Background: an optimization exercise with open tools, aiming at small area, a short achievable clock period and few clock cycles per item. Do not read the settings as production practice.
Function was checked by simulation only, so behaviour that the tests miss may differ from the original.
Power is estimated from default activity; no workload was simulated.

v28:
==> flow/design.v (excerpt) <==
module cnnTop (
    input  logic                            i_clk,
    input  logic                            i_rstN,
    input  logic                            i_wrEn,
    input  logic [6-1:0]          i_wrAddr,
    input  logic [8-1:0]           i_wrData,
    input  logic                            i_start,
    output logic                            o_busy,
    output logic                            o_done,
    output logic signed [24-1:0] o_result,
    output logic                            o_led
);
Size: ~2200 cells after synthesis, about 620 flip-flops, about 0.028 mm² of cells after synthesis.
Settings: LEC_CHECK=0, ABC_CLOCK_PERIOD_IN_PS=2500, CAP_MARGIN=20, CORE_MARGIN=2, CORE_UTILIZATION=40, SETUP_SLACK_MARGIN=5, SLEW_MARGIN=20; clock period 8.0 ns.
run.sh (not shown) runs the stock make flow with config.mk's settings and CLKGATE_MAP_FILE= SYNTH_SCRIPT=/design/flow/synth_recipe.tcl, a recipe that flattens the netlist after the stock synthesis.
Testbench counts of v28, summed over its fixed seeds: cycles 8,576, images 128.
For v5, these inputs were changed with respect to v28:
- ABC_CLOCK_PERIOD_IN_PS removed (was 2500)
- SETUP_SLACK_MARGIN removed (was 5)
--- outcome ---
- Fraction of layout cells with a size suffix above 1 ended up 25 points lower on v5 than on v28.
- v5 vs v28: clock buffer count down in v5
- When the final numbers for v28 and v5 were put side by side, the routed length on met1 turned out to be greater in v28.
- Going from v28 to v5, highest clock rate shrank by more than 10%.
- On v5: register-to-register slack is 1140 ps lower than what v28 gave.
- v5 against v28: power attributed to the clock group higher, total sequential power roughly the same, clock power share higher.
- Between v28 and v5, the sequential share of the synthesized area figures differ only marginally.

========
cnnTop, a different RTL version from the one above (not shown whole).
Size in the first run: ~2000 cells after synthesis, roughly 45 I/O pins.
clock: 8.0 ns
lec_check: 0
cap_margin: 20
core_margin: 2
core_utilization: 40
cts_buf_list: sky130_fd_sc_hd__clkbuf_16
cts_cluster_diameter: 80
cts_cluster_size: 30
setup_slack_margin: 5
slew_margin: 20
Testbench counts at the start, summed over its fixed seeds: cycles 8,832, images 128.
Then changed:
--- a/flow/config.mk
+++ b/flow/config.mk
@@ -8,8 +8,8 @@
 export CAP_MARGIN = 20
 export CORE_MARGIN = 2
-export CORE_UTILIZATION = 40
-export CTS_BUF_LIST = sky130_fd_sc_hd__clkbuf_16
-export CTS_CLUSTER_DIAMETER = 80
-export CTS_CLUSTER_SIZE = 30
+export CORE_UTILIZATION = 60
+export CTS_BUF_LIST = sky130_fd_sc_hd__clkbuf_8
+export CTS_CLUSTER_DIAMETER = 50
+export CTS_CLUSTER_SIZE = 16
 export SETUP_SLACK_MARGIN = 5
 export SLEW_MARGIN = 20
The changed run produced a clean layout.
Power falls slightly.
Setup slack is worse by 0.026 ns.
Routed wire length decreases by a few percent.
Non-clock buffer count shrinks by 2.
Cell area drops by a few percent.
Core utilization increases by 22 points.
Global-route usage rose by 11 points.
First-iteration DRC count goes up by a few percent.
Final cell count went down by roughly a tenth.
Hold slack is about the same.
Then changed:
==> flow/flow/run.sh (new file) <==
#!/bin/bash
# The standard layout, with clock tree synthesis told not to add dummy loads.
# The CTS arguments are otherwise those the standard flow builds from config.mk.
set -euo pipefail
export CTS_ARGS="-sink_clustering_enable -repair_clock_nets -sink_clustering_size 30 -sink_clustering_max_diameter 80 -buf_list sky130_fd_sc_hd__clkbuf_16 -dont_use_dummy_load"
bash standard.sh finish > standard_make.log 2>&1
==> flow/standard.sh (new file) <==
#!/bin/bash
# synth_recipe.tcl (not shown) runs the flow's synth.tcl, then flattens the netlist and writes it again
# the make line also repeats each setting of config.mk as NAME=value (left out here)
make -C /OpenROAD-flow-scripts/flow DESIGN_CONFIG=/design/flow/config.mk WORK_HOME=/design/flow/orfs CLKGATE_MAP_FILE= SYNTH_SCRIPT=/design/flow/synth_recipe.tcl "${@:-finish}"
==> flow/config.mk (replaced) <==
export PLATFORM = sky130hd
export DESIGN_NAME = cnnTop
export DESIGN_NICKNAME = cnnTop
export VERILOG_FILES = /design/flow/design.v
export SDC_FILE = /design/flow/constraint.sdc
export NUM_CORES = 4
export LEC_CHECK = 0
export CAP_MARGIN = 20
export CELL_PAD_IN_SITES_DETAIL_PLACEMENT = 0
export CELL_PAD_IN_SITES_GLOBAL_PLACEMENT = 0
export CORE_MARGIN = 2
export CORE_UTILIZATION = 40
export SETUP_SLACK_MARGIN = 5
export SLEW_MARGIN = 20
removed: flow/run.sh
What happened: Routed wire length grows by 2.4%. Clock power fell by about 6%. Design area came out higher by 0.77%. Clock-buffer cell count drops by 22. First-iteration DRC count climbs by 2.6%. Maximum frequency goes up by 2.7%. Total power fell by 2.0%. Worst setup slack gets better by 0.079 ns. Register-to-register slack is better by 0.08 ns.
Then changed:
==> flow/run.sh (new file) <==
#!/bin/bash
# synth_recipe.tcl (not shown) runs the flow's synth.tcl, then flattens the netlist and writes it again
# the make line also repeats each setting of config.mk as NAME=value (left out here)
make -C /OpenROAD-flow-scripts/flow DESIGN_CONFIG=/design/flow/config.mk WORK_HOME=/design/flow/orfs CLKGATE_MAP_FILE= SYNTH_SCRIPT=/design/flow/synth_recipe.tcl finish
--- a/flow/config.mk
+++ b/flow/config.mk
@@ -7,8 +7,9 @@
 export LEC_CHECK = 0
 export CAP_MARGIN = 20
-export CELL_PAD_IN_SITES_DETAIL_PLACEMENT = 0
-export CELL_PAD_IN_SITES_GLOBAL_PLACEMENT = 0
 export CORE_MARGIN = 2
-export CORE_UTILIZATION = 40
+export CORE_UTILIZATION = 70
+export CTS_BUF_LIST = sky130_fd_sc_hd__clkbuf_8
+export CTS_CLUSTER_DIAMETER = 50
+export CTS_CLUSTER_SIZE = 16
 export SETUP_SLACK_MARGIN = 5
 export SLEW_MARGIN = 20
removed: flow/flow/run.sh
removed: flow/standard.sh
Result: The changed run finished with timing, DRC and antenna clean. Sequential share of layout area rises by 0.77 points. Worst setup slack gets worse by 0.15 ns. Register-to-register slack degrades by 0.15 ns. Hold slack improved by 0.015 ns. Sequential cell count is unchanged. Via count climbs by 6.4%.
Then changed:
--- a/flow/config.mk
+++ b/flow/config.mk
@@ -8,8 +8,8 @@
 export CAP_MARGIN = 20
 export CORE_MARGIN = 2
-export CORE_UTILIZATION = 70
+export CORE_UTILIZATION = 40
 export CTS_BUF_LIST = sky130_fd_sc_hd__clkbuf_8
-export CTS_CLUSTER_DIAMETER = 50
-export CTS_CLUSTER_SIZE = 16
+export CTS_CLUSTER_DIAMETER = 40
+export CTS_CLUSTER_SIZE = 20
 export SETUP_SLACK_MARGIN = 5
 export SLEW_MARGIN = 20
What happened: Maximum frequency is higher by about 2.2%; setup slack improved by 0.067 ns; routed wire length is higher by 3.3%; clock skew is lower by 0.0032 ns; hold slack got worse by 0.011 ns; sequential share of layout area is lower by 3.4 points; final cell count is higher by 19%; global-route usage is lower by 17 points; cell area is higher by about 6%; die area is higher by about 70%; power is higher by 12%.

-- static timing again, ports no longer ideal --
How much do the figures lean on ideal ports? The routed layouts below were timed once more, with nothing changed but the port constraints. Step 1 (the two cells are an assumption about what drives the block):
set clk [get_ports {i_clk}]
set_driving_cell -lib_cell sky130_fd_sc_hd__clkbuf_16 $clk
set_driving_cell -lib_cell sky130_fd_sc_hd__buf_2 [delete_from_list [all_inputs] $clk]
Step 2 moves the port delays by t, midway between the first and last clock arrival at a register: inputs arrive t later, outputs are due t later. That takes back most of the time a late clock gives input paths. Three values: no drivers, after step 1, after step 2; two values: the first two.
run | shift t [ns] | setup slack, ns | hold slack, ns | latest minus earliest clock arrival (ns) | cell pins on the clock port's net
v28 | 0.674 | 3.703 / 3.703 / 3.703 | 0.432 / 0.432 / 0.432 | 0.049 / 0.049 | 1
v5 | 0.687 | 2.560 / 2.560 / 2.560 | 0.428 / 0.428 / 0.428 | 0.054 / 0.054 | 1
the first run of note 2 | 0.651 | 4.992 / 4.950 / 4.992 | 0.333 / 0.333 / 0.333 | 0.055 / 0.055 | 1
the second run of note 2 | 0.741 | 4.966 / 4.966 / 4.966 | 0.335 / 0.335 / 0.335 | 0.054 / 0.054 | 1
the third run of note 2 | 0.621 | 5.045 / 5.045 / 5.045 | 0.323 / 0.323 / 0.323 | 0.104 / 0.103 | 1
the fourth run of note 2 | 0.760 | 4.892 / 4.892 / 4.892 | 0.338 / 0.338 / 0.338 | 0.053 / 0.053 | 1
the fifth run of note 2 | 0.767 | 4.959 / 4.900 / 4.991 | 0.327 / 0.327 / 0.327 | 0.052 / 0.052 | 1
After both steps every run listed still meets setup and hold.
